Source: an optimization exercise on an open RTL-to-GDS flow (aim: small area, a short achievable clock period and few clock cycles per item). Production flows keep margins and buffers that such runs may drop.
In this exercise RTL edits were held to simulation tests only and were not proved equivalent to the original.

==> trial 35: inputs <==
// seven_segment_mux_scanner
module seven_segment_mux_scanner (
  input  logic                         clk_i,
  input  logic                         rst_ni,
  input  logic                         item_valid_i,
  output logic                         item_ready_o,
  input  logic                         item_req_type_i,
  input  logic [ssms_pkg::NumberW-1:0] item_number_i,
  input  logic [ssms_pkg::PointW-1:0]  item_point_index_i,
  output logic                         res_valid_o,
  input  logic                         res_ready_i,
  output logic [ssms_pkg::SegW-1:0]    res_segment_levels_o,
  output logic [ssms_pkg::EnableW-1:0] res_digit_enable_levels_o,
  output logic [ssms_pkg::PosW-1:0]    res_active_position_o,
  input  logic                         psel,
  input  logic                         penable,
  input  logic                         pwrite,
  input  logic [ssms_pkg::AddrW-1:0]   paddr,
  input  logic [ssms_pkg::DataW-1:0]   pwdata,
  output logic [ssms_pkg::DataW-1:0]   prdata,
  output logic                         pready
);
  logic [3:0] num_digits_q;
  logic       seg_act_high_q;
  logic       en_act_high_q;
  logic       scan_en_q;
  logic [2:0]      pos_q;
  logic [2:0]      nxt_q;
  logic [7:0][3:0] digit_q;
  logic [3:0]      point_q;
  logic [7:0]      held_q;
  logic [7:0]      en_q;
  logic            lit_q;
  logic            res_valid_q;
  logic       adv_w;
  logic       cfg_wr_w;
  logic [1:0] cfg_idx_w;
  logic [3:0] rd_w;
  logic [3:0] rd_q;
  assign pready    = 1'b1;
  assign cfg_idx_w = paddr[3:2];
  assign cfg_wr_w  = psel && penable && pwrite;
  always_comb begin
    rd_w = '0;
  ...
==> flow/config.mk <==
export PLATFORM = sky130hd
export DESIGN_NAME = seven_segment_mux_scanner
export DESIGN_NICKNAME = seven_segment_mux_scanner
export VERILOG_FILES = /design/flow/design.v
export SDC_FILE = /design/flow/constraint.sdc
export NUM_CORES = 4
export LEC_CHECK = 0
export ABC_AREA = 1
export CAP_MARGIN = 20
export CORE_MARGIN = 2
export CORE_UTILIZATION = 40
export CTS_BUF_LIST = sky130_fd_sc_hd__clkbuf_16
export CTS_CLUSTER_DIAMETER = 100
export CTS_CLUSTER_SIZE = 20
export PLACE_DENSITY = 0.6
export SETUP_SLACK_MARGIN = 2.25
export SLEW_MARGIN = 20
==> flow/constraint.sdc <==
create_clock -name core_clock -period 4.5 [get_ports {clk_i}]
set_input_delay 0.9000 -clock core_clock [delete_from_list [all_inputs] [get_ports {clk_i}]]
set_output_delay 0.9000 -clock core_clock [all_outputs]
set_load 0.01 [all_outputs]
standard.sh (not shown) runs the stock make flow with config.mk's settings and CLKGATE_MAP_FILE= SYNTH_SCRIPT=/design/flow/synth_recipe.tcl, a recipe that flattens the netlist after the stock synthesis.
==> flow/flow/run.sh <==
#!/bin/bash
# Layout flow: the standard flow (standard.sh) with two changes:
#  - ports are buffered with the cell named in flow/port_buffer.txt (when present)
#    instead of the cell the resizer picks by default; every port still gets a buffer;
#  - when flow/abc_map.script is present, the combinational logic of the standard
#    synthesis is re-mapped with that ABC script (same Yosys script otherwise). The
#    registers (names, count, cell types) are compared with the standard synthesis;
#    if they differ in any way the standard netlist is used unchanged.
# Each tool's output goes to a log file of its own in this folder.
set -uo pipefail
HERE=$(pwd)
RES=$HERE/orfs/results/$FLOW_PLATFORM/seven_segment_mux_scanner/base
EXTRA=()
if [[ -f flow/port_buffer.txt ]]; then
  EXTRA+=("BUFFER_PORTS_ARGS=-buffer_cell $(tr -d ' \n' < flow/port_buffer.txt)")
fi

bash standard.sh "${EXTRA[@]}" synth > $HERE/log_standard_synth.txt 2>&1 || exit 1
cp $RES/1_2_yosys.v $HERE/standard_1_2_yosys.v

# 2. the same synthesis with the ABC script replaced
if [[ -f flow/abc_map.script ]]; then
  MAKELINE=$(grep '^make ' standard.sh)
  {
    echo 'proc abc {args} {'
    echo '  set i [lsearch -exact $args -script]'
    echo "  if {\$i >= 0} { lset args [expr {\$i + 1}] $HERE/flow/abc_map.script }"
    echo '  yosys abc {*}$args'
    echo '}'
    cat synth_recipe.tcl
  } > $HERE/my_synth.tcl
  MYLINE=$(echo "$MAKELINE" | sed -e "s#WORK_HOME=[^ ]*#WORK_HOME=$HERE/orfs_my#" -e "s#SYNTH_SCRIPT=[^ ]*#SYNTH_SCRIPT=$HERE/my_synth.tcl#" -e 's#"\${@:-finish}"#synth#')
  eval "$MYLINE" > $HERE/log_my_synth.txt 2>&1
  MYRES=$HERE/orfs_my/results/$FLOW_PLATFORM/seven_segment_mux_scanner/base
  regs() { grep -E '^\s*sky130_fd_sc_hd__(df|edf|sdf|dl)[a-z0-9_]*\s' "$1" | awk '{print $1, $2}' | sed -E 's/_[0-9]+ / /' | sort; }
  if [[ -f $MYRES/1_2_yosys.v ]] && diff <(regs $HERE/standard_1_2_yosys.v) <(regs $MYRES/1_2_yosys.v) > $HERE/log_reg_diff.txt \
     && [[ $(regs $HERE/standard_1_2_yosys.v | wc -l) -gt 0 ]]; then
    echo "registers match; using the re-mapped netlist" > $HERE/log_choice.txt
    cp $MYRES/1_2_yosys.v $RES/1_2_yosys.v
    rm -f $RES/1_synth.odb $RES/1_synth.sdc
  else
    echo "registers differ; using the standard netlist" > $HERE/log_choice.txt
  fi
fi

# 3. the rest of the standard flow
bash standard.sh "${EXTRA[@]}" finish > $HERE/log_standard_finish.txt 2>&1
==> flow/flow/port_buffer.txt <==
sky130_fd_sc_hd__buf_1
==> inputs of trial 44, as changes to trial 35 <==
SETUP_SLACK_MARGIN = 2.15   (was 2.25)
==> inputs of build 67, as changes to trial 35 <==
--- a/flow/design.v
+++ b/flow/design.v
@@ -73,15 +73,14 @@
         2'd1: seg_act_high_q <= pwdata[0];
         2'd2: en_act_high_q  <= pwdata[0];
         default: scan_en_q   <= pwdata[0];
       endcase
     end
   end
-  logic idle_q;
   assign adv_w        = !res_valid_q || res_ready_i;
-  assign item_ready_o = res_ready_i || idle_q;
+  assign item_ready_o = adv_w;
   wire c2_0_0 = (item_number_i[28]);
   wire c2_0_1 = (~item_number_i[30] & ~item_number_i[31] & 1'b0 & ~item_number_i[29]) | (item_number_i[30] & ~item_number_i[31] & ~1'b0 & item_number_i[29]) | (~item_number_i[31] & ~1'b0 & ~1'b0 & item_number_i[29]) | (item_number_i[30] & item_number_i[31] & ~1'b0 & ~item_number_i[29]) | (~item_number_i[30] & item_number_i[31] & 1'b0 & item_number_i[29]) | (1'b0 & ~item_number_i[29]);
   wire c2_0_2 = (item_number_i[30] & ~1'b0 & ~1'b0 & item_number_i[29]) | (item_number_i[30] & ~item_number_i[31] & ~1'b0 & ~item_number_i[29]) | (~item_number_i[30] & 1'b0 & item_number_i[29]) | (~item_number_i[30] & 1'b0 & ~item_number_i[29]) | (~item_number_i[30] & item_number_i[31] & 1'b0);
   wire c2_0_3 = (item_number_i[30] & 1'b0 & item_number_i[29]) | (~item_number_i[30] & item_number_i[31] & ~1'b0 & ~item_number_i[29]) | (item_number_i[30] & item_number_i[31] & 1'b0 & ~item_number_i[29]) | (~item_number_i[30] & ~item_number_i[31] & 1'b0 & item_number_i[29]);
   wire c2_0_4 = (~item_number_i[30] & ~item_number_i[31] & 1'b0) | (item_number_i[31] & ~1'b0 & item_number_i[29]) | (1'b0) | (item_number_i[30] & item_number_i[31] & item_number_i[29]) | (item_number_i[30] & item_number_i[31] & ~1'b0);
   wire c2_0_5 = (item_number_i[30] & 1'b0) | (1'b0) | (item_number_i[31] & 1'b0);
@@ -104,13 +103,13 @@
   logic [24:0] b1_q;
   logic [3:0] g1_0_q;
   logic [3:0] g1_1_q;
   logic [0:0] g1_2_q;
   always_ff @(posedge clk_i or negedge rst_ni) begin
     if (!rst_ni) v1_q <= 1'b0;
-    else if (adv_w) v1_q <= (item_valid_i && item_ready_o);
+    else if (adv_w) v1_q <= item_valid_i;
   end
   always_ff @(posedge clk_i) begin
     if (adv_w) begin
       wr1_q <= item_req_type_i;
       pt1_q <= item_point_index_i;
       b1_q <= {item_number_i[24], item_number_i[23], item_number_i[22], item_number_i[21], item_number_i[20], item_number_i[19], item_number_i[18], item_number_i[17], item_number_i[16], item_number_i[15], item_number_i[14], item_number_i[13], item_number_i[12], item_number_i[11], item_number_i[10], item_number_i[9], item_number_i[8], item_number_i[7], item_number_i[6], item_number_i[5], item_number_i[4], item_number_i[3], item_number_i[2], item_number_i[1], item_number_i[0]};
@@ -763,20 +762,11 @@
       if (adv_w) res_valid_q <= v5_q;
     end
   end
   always_ff @(posedge clk_i) begin
     en_q <= en_d;
   end
-  always_ff @(posedge clk_i or negedge rst_ni) begin
-    if (!rst_ni) idle_q <= 1'b1;
-    else         idle_q <= !((adv_w ? (item_valid_i && item_ready_o) : v1_q) ||
-                          (adv_w ? v1_q : v2_q) ||
-                          (adv_w ? v2_q : v3_q) ||
-                          (adv_w ? v3_q : v4_q) ||
-                          (adv_w ? v4_q : v5_q) ||
-                          (adv_w ? v5_q : res_valid_q));
-  end
   assign res_valid_o               = res_valid_q;
   assign res_segment_levels_o      = held_q;
   assign res_digit_enable_levels_o = en_q;
   assign res_active_position_o     = pos_q;
 endmodule
==> flow/flow/abc_map.script (new file) <==
strash
dch
map -D 1500
topo
stime -c
buffer -c
upsize -c
dnsize -c
SETUP_SLACK_MARGIN = 2.1   (was 2.25)
==> metrics.md <==
| Metric | Value |
|---|---|
| Status | no timing/DRC/antenna violations |
| Slew @ Worst Pin | 0.957 ns |
| Post-DP Area | 20900 um2 |
| Smallest hold slack | 0.420 ns |
| Area grow syn2layout | 8.80% |
| Chip Width | 227 um |
| Sequential cell count | 281 |
| Most frequent cell after synthesis | nand2_1 |
| Multi-input logic area | 10200 um2 |
| Seq/Total Area, Yosys | 40.7% |
| Post-synth top cells | nand2_1 (1068), inv_1 (364), nand3_1 (337), nor2_1 (217), edfxtp_1 (212) |
| Clk latency of the worst-skew pair | 0.52 ns |
# the run above: trial 44

==> metrics.md <==
| Metric | Value |
|---|---|
| Slew @ Worst Pin | 0.902 ns |
| Area grow syn2layout | 20.5% |
| Smallest hold slack | 0.412 ns |
| Sequential cell count | 280 |
| Clk latency of the worst-skew pair | 0.53 ns |
| Multi-input logic area | 10000 um2 |
| Status | no timing/DRC/antenna violations |
| Chip Width | 218 um |
# the run above: build 67

==> metrics.md <==
| Metric | Value |
|---|---|
| Post-synth top area cell | edfxtp_1 |
| Most frequent cell after synthesis | nand2_1 |
| Post-DP Area | 20900 um2 |
| Slew @ Worst Pin | 0.958 ns |
| Status | no timing/DRC/antenna violations |
| Worst hold path depth | 0 |
| Endpoint class of the critical path | output pin |
| Smallest hold slack | 0.417 ns |
| Post-synth top cells | nand2_1 (1068), inv_1 (364), nand3_1 (337), nor2_1 (217), edfxtp_1 (212) |
| Max Root-Sink Buffers | 3 |
| Routing usage on met2 | 27.9% |
| Seq/Total Area, Yosys | 40.7% |
| Clk latency of the worst-skew pair | 0.52 ns |
# the run above: trial 35

Testbench counts of trial 35, summed over its fixed seeds: cycles 9,792, items 9,600.
Testbench counts of trial 44, summed over its fixed seeds: cycles 9,792, items 9,600.
Testbench counts of build 67, summed over its fixed seeds: cycles 9,792, items 9,600.

-- afterwards: timing with drivers on the ports --
The flow's constraints put no driver on any port. The routed layouts listed below were extracted and timed again, unchanged, in two steps.
Step 1: set_driving_cell puts a clkbuf_16 on clk_i and a buf_2 on each other input, an assumption about the parent block.
Step 2, shift: input delay + t, output delay - t, t = (earliest + latest rising clock arrival at the registers) / 2. This alone moves slack from input paths to output paths.
Slacks: ideal / step 1 / step 2; pairs: ideal / step 1.
run	t, ns	setup WS [ns]	worst setup path at the end
trial 35	0.571	2.237 / 2.189 / 1.901	input to register
trial 44	0.570	2.180 / 2.157 / 1.758	input to register
build 67	0.571	2.109 / 2.107 / 1.784	input to register
After both steps every run listed still meets setup and hold. The setup slack of trial 44, which loses most, moves by -0.023 ns with the drivers and by -0.422 ns with both steps.
